This is an optimization exercise on Yosys and OpenROAD, whose aim is small area, a short achievable clock period and few clock cycles per item, not a production implementation.
RTL that was checked went through simulation tests only; none was proved equivalent to the original.

== red ==
==> flow/design.v (excerpt) <==
module two_point_weight_conversion #(
    parameter int SAMPLE_BITS = 16
) (
    input  logic                   clk,
    input  logic                   rst_n,
    input  logic                   cfg_we,
    input  logic [1:0]             cfg_index,
    input  logic [15:0]            cfg_data,
    input  logic                   in_valid,
    output logic                   in_stall,
    input  logic [SAMPLE_BITS-1:0] adc_sample,
    output logic                   out_valid,
    input  logic                   out_stall,
    output logic [31:0]            weight_value,
    output logic                   below_zero,
    output logic                   span_error
);
For scale: ~6,000 cells after synthesis, about 970 flip-flops, roughly 75 I/O pins, roughly 67,000 sq um of cells after synthesis.
Settings: LEC_CHECK=0, CAP_MARGIN=20, CORE_MARGIN=2, CORE_UTILIZATION=40, CTS_CLUSTER_DIAMETER=100, CTS_CLUSTER_SIZE=25, SLEW_MARGIN=20; clock period 10.0 ns.
standard.sh (not shown) runs the stock make flow with config.mk's settings and CLKGATE_MAP_FILE= SYNTH_SCRIPT=/design/flow/synth_recipe.tcl, a recipe that flattens the netlist after the stock synthesis.
==> flow/flow/run.sh <==
#!/bin/bash
# Standard layout, with timing repair aimed at a setup slack of 6.5 ns.
set -euo pipefail
bash standard.sh SETUP_SLACK_MARGIN=6.5 finish > standard_flow.log 2>&1
test -f out/final.def
Testbench counts of red, summed over its fixed seeds: cycles 10,920, items 9,600.
Modified inputs, blue compared to red
Settings: a change of CTS_CLUSTER_SIZE from 25 to 22.
==> flow/flow/run.sh <==
#!/bin/bash
# Standard layout, with timing repair aimed at a setup slack of 6.3 ns.
set -euo pipefail
bash standard.sh SETUP_SLACK_MARGIN=6.3 finish > standard_flow.log 2>&1
test -f out/final.def
--- outcome ---
red and blue all finish clean.
Taking red as 1.0, blue lands at 1.10 on total CTS buffers.
blue vs red, non-clock buffer count went down by 37%.
Looking at red and blue, the adder and majority cell fraction of the synthesized area is a wash.
blue — routed length on met3 5.5% higher, red as reference
For the met1 wire length, blue came in 0.62% lower than red did.
Of red and blue, the run reporting the lower worst setup slack was blue.
Comparing red and blue, pin count of the biggest net entering global routing is lower on blue.
[compare] base=red new=blue: delay of the slowest critical-path stage has remained practically unchanged; final worst clock skew has decreased.
## Diff of input files: green against blue
Settings: putting TNS_END_PERCENT at 30 where nothing was set.
==> flow/flow/run.sh <==
#!/bin/bash
# Standard layout, with timing repair aimed at a setup slack of 6.4 ns.
set -euo pipefail
bash standard.sh SETUP_SLACK_MARGIN=6.4 finish > standard_flow.log 2>&1
test -f out/final.def
==> comparison <==
blue has completed all stages; timing, DRC and antenna checks passed. green: flow completed, timing, DRC and antenna clean. When green is set beside blue, its maximum fanout count along the critical path turns out to be 20 smaller. Relative to blue, green degrades first-iteration DRC count. Min first-pass iteration count of the detailed router across green and blue: green. Peak per-stage delay on the critical path: green > blue. In green the cell area turned out 0.42% higher than in blue. | fraction of standard cell area in multi-input logic | green vs blue | 0.16 points lower |.
> inputs changed (green -> orange)
Settings: TNS_END_PERCENT: 30 -> unset.
==> flow/flow/run.sh <==
#!/bin/bash
# Standard layout, with timing repair aimed at a setup slack of 6.5 ns.
set -euo pipefail
bash standard.sh SETUP_SLACK_MARGIN=6.5 finish > standard_flow.log 2>&1
test -f out/final.def
==> results.txt <==
orange vs green, library cell contributing the largest single delay on the critical path: sky130_fd_sc_hd__edfxtp_1 vs sky130_fd_sc_hd__xor2_1. Global-route met3 utilization: orange < green.
Input-level comparison between purple and orange:
Settings: a change of CTS_CLUSTER_SIZE from 22 to 25.
==> flow/flow/run.sh <==
#!/bin/bash
# Standard layout, with timing repair aimed at a setup slack of 6.4 ns.
set -euo pipefail
bash standard.sh SETUP_SLACK_MARGIN=6.4 finish > standard_flow.log 2>&1
test -f out/final.def
[summary]
[compare] base=orange new=purple: final area saw a decrease, number of buffers on the longest clock path closely matched the old numbers.

---

Another version of the RTL of two_point_weight_conversion (not shown whole).
Size: about 940 flip-flops.
clock: 10.0 ns
lec_check: 0
cap_margin: 20
core_margin: 2
core_utilization: 40
slew_margin: 20
==> flow/flow/run.sh <==
#!/bin/bash
# Standard layout, with timing repair aimed at a setup slack of 6.5 ns.
set -euo pipefail
bash standard.sh SETUP_SLACK_MARGIN=6.5 finish > standard_flow.log 2>&1
test -f out/final.def
The baseline produced a clean layout.
Edit:
==> flow/flow/run.sh (replaced) <==
#!/bin/bash
# Standard layout, with timing repair aimed at a setup slack of 6.2 ns.
set -euo pipefail
bash standard.sh SETUP_SLACK_MARGIN=6.2 finish > standard_flow.log 2>&1
test -f out/final.def
After rerunning: The changed run finished with timing, DRC and antenna clean; hold slack improves by 0.0038 ns; global-route usage is about the same; maximum frequency fell by a few percent; sequential share of layout area came out higher by 1.3 points; non-clock buffer count falls by 148; wire length is lower slightly; clock-buffer cell count goes down by 11.
No run of this note included a check of the RTL's function; only the layout flow was run.

---

two_point_weight_conversion, a different RTL version from the one above (not shown whole).
Size in the first run: about 5400 cells after synthesis, roughly 60000 µm² of cells after synthesis.
Design two_point_weight_conversion, start of the top module:
module two_point_weight_conversion #(
    parameter int SAMPLE_BITS = 16
) (
    input  logic                   clk,
    input  logic                   rst_n,
    input  logic                   cfg_we,
    input  logic [1:0]             cfg_index,
    input  logic [15:0]            cfg_data,
    input  logic                   in_valid,
    output logic                   in_stall,
    input  logic [SAMPLE_BITS-1:0] adc_sample,
    output logic                   out_valid,
    input  logic                   out_stall,
    output logic [31:0]            weight_value,
    output logic                   below_zero,
    output logic                   span_error
);
Settings: LEC_CHECK=0, CAP_MARGIN=20, CORE_MARGIN=2, CORE_UTILIZATION=40, SLEW_MARGIN=20; clock period 10.0 ns.
==> flow/flow/run.sh <==
#!/bin/bash
# Standard layout, with timing repair aimed at a setup slack of 6.6 ns.
set -euo pipefail
bash standard.sh SETUP_SLACK_MARGIN=6.6 finish > standard_flow.log 2>&1
test -f out/final.def
Edit:
==> flow/run.sh (new file) <==
#!/bin/bash
# synth_recipe.tcl (not shown) runs the flow's synth.tcl, then flattens the netlist and writes it again
# the make line also repeats each setting of config.mk as NAME=value (left out here)
make -C /OpenROAD-flow-scripts/flow DESIGN_CONFIG=/design/flow/config.mk WORK_HOME=/design/flow/orfs CLKGATE_MAP_FILE= SYNTH_SCRIPT=/design/flow/synth_recipe.tcl finish
--- a/flow/config.mk
+++ b/flow/config.mk
@@ -9,3 +9,4 @@
 export CORE_MARGIN = 2
 export CORE_UTILIZATION = 40
+export SETUP_SLACK_MARGIN = 5
 export SLEW_MARGIN = 20
removed: flow/flow/run.sh
removed: flow/standard.sh
Wire length is lower by 2.5%.
No functional check of the RTL was part of any run of this note.

---

Setup of trial 64:
two_point_weight_conversion, a different RTL version from the one above (not shown whole).
For scale: ~930 flip-flops, ~0.063 mm^2 of cells after synthesis.
Design two_point_weight_conversion, start of the top module:
module two_point_weight_conversion #(
    parameter int SAMPLE_BITS = 16
) (
    input  logic                   clk,
    input  logic                   rst_n,
    input  logic                   cfg_we,
    input  logic [1:0]             cfg_index,
    input  logic [15:0]            cfg_data,
    input  logic                   in_valid,
    output logic                   in_stall,
    input  logic [SAMPLE_BITS-1:0] adc_sample,
    output logic                   out_valid,
    input  logic                   out_stall,
    output logic [31:0]            weight_value,
    output logic                   below_zero,
    output logic                   span_error
);
export LEC_CHECK = 0
export CAP_MARGIN = 20
export CORE_MARGIN = 2
export CORE_UTILIZATION = 40
export SLEW_MARGIN = 20
create_clock -name core_clock -period 10.0 [get_ports {clk}]
==> flow/flow/run.sh <==
#!/bin/bash
# Standard layout, with timing repair aimed at a setup slack of 6.2 ns.
set -euo pipefail
bash standard.sh SETUP_SLACK_MARGIN=6.2 finish > standard_flow.log 2>&1
test -f out/final.def
Testbench counts of trial 64, summed over its fixed seeds: cycles 11,400, items 9,600.
The following lists how build 84 was set up differently from trial 64:
==> flow/flow/run.sh <==
#!/bin/bash
# Standard layout, with timing repair aimed at a setup slack of 6.6 ns.
set -euo pipefail
bash standard.sh SETUP_SLACK_MARGIN=6.6 finish > standard_flow.log 2>&1
test -f out/final.def
Findings:
Compared to trial 64, build 84 has count of buffers not belonging to the clock network in the layout 110% higher. [build 84] summed area of non-filler cells in the final layout rose 5.2% relative to trial 64. Final worst-path cycle share: build 84 and trial 64 compared, lower one is build 84. Setup slack: build 84 > trial 64. Number of clock sinks delta (trial 64 -> build 84): insignificant. Changes observed in build 84 relative to trial 64: wire length increased by 4.3% relative to the old numbers; worst hold slack shows no meaningful change.

---

RTL: one of the versions met above, not the one the previous note started from.
Size: ~6000 cells after synthesis, ~970 flip-flops, ~75 I/O pins, about 67000 um2 of cells after synthesis.
export LEC_CHECK = 0
export CAP_MARGIN = 20
export CORE_MARGIN = 2
export CORE_UTILIZATION = 40
export CTS_CLUSTER_DIAMETER = 100
export CTS_CLUSTER_SIZE = 22
export SLEW_MARGIN = 20
create_clock -name core_clock -period 10.0 [get_ports {clk}]
==> flow/flow/run.sh <==
#!/bin/bash
# Standard layout, with timing repair aimed at a setup slack of 6.4 ns.
set -euo pipefail
bash standard.sh SETUP_SLACK_MARGIN=6.4 finish > standard_flow.log 2>&1
test -f out/final.def
The first run passed the timing, design-rule and antenna checks.
Testbench counts at the start, summed over its fixed seeds: cycles 10,920, items 9,600.
Rerun with:
CTS_CLUSTER_DIAMETER = not set   (was 100)
CTS_CLUSTER_SIZE = not set   (was 22)
The new run completed without violations.
Cell area went up by a few percent.
Routed wire length went up slightly.
Via count went up slightly.
Core utilization is higher by 1.2 points.
Non-clock buffer count goes up by 4.
Worst hold slack gains 9.4 ps.
Synthesized area does not change.
Worst setup slack degrades by 9.1 ps.

[re-timing with driven ports]
No port has a modelled driver above. Below, the same layouts with a new extraction and two added sets of constraints.
Step 1 sets driving cells, clkbuf_16 on the clock port and buf_2 on the other inputs (assumed; they add their load-dependent delay and slew).
Step 2 also shifts input and output timing later by t, the mid clock arrival at the registers, as if the neighbouring blocks saw the same clock.
Slacks: ideal / step 1 / step 2; pairs: ideal / step 1.
| run | shift t [ns] | slack for setup (ns) | hold slack, ns |
|---|---|---|---|
| red | 0.764 | 6.522 / 6.453 / 6.035 | 0.422 / 0.422 / 0.422 |
| blue | 0.782 | 6.363 / 6.276 / 6.089 | 0.417 / 0.417 / 0.417 |
| green | 0.782 | 6.320 / 6.278 / 5.907 | 0.415 / 0.415 / 0.415 |
| orange | 0.766 | 6.477 / 6.466 / 6.054 | 0.422 / 0.422 / 0.422 |
| purple | 0.773 | 6.430 / 6.346 / 5.867 | 0.403 / 0.403 / 0.403 |
| the first run of note 2 | 0.802 | 6.384 / 6.384 / 5.902 | 0.409 / 0.409 / 0.409 |
| the second run of note 2 | 0.809 | 6.281 / 6.205 / 5.544 | 0.413 / 0.413 / 0.413 |
| the first run of note 3 | 0.778 | 5.102 / 5.102 / 5.102 | 0.397 / 0.397 / 0.397 |
| the second run of note 3 | 0.758 | 4.900 / 4.900 / 4.900 | 0.412 / 0.412 / 0.412 |
| trial 64 | 0.796 | 6.268 / 6.213 / 5.646 | 0.414 / 0.414 / 0.414 |
| build 84 | 0.805 | 6.287 / 6.287 / 5.995 | 0.413 / 0.413 / 0.413 |
| the first run of note 5 | 0.766 | 6.451 / 6.381 / 5.949 | 0.399 / 0.399 / 0.399 |
| the second run of note 5 | 0.823 | 6.442 / 6.362 / 5.868 | 0.409 / 0.409 / 0.409 |
After both steps setup and hold are still met in every run listed. The setup slack of the second run of note 2, which loses most, moves by -0.076 ns with the drivers and by -0.737 ns with both steps.
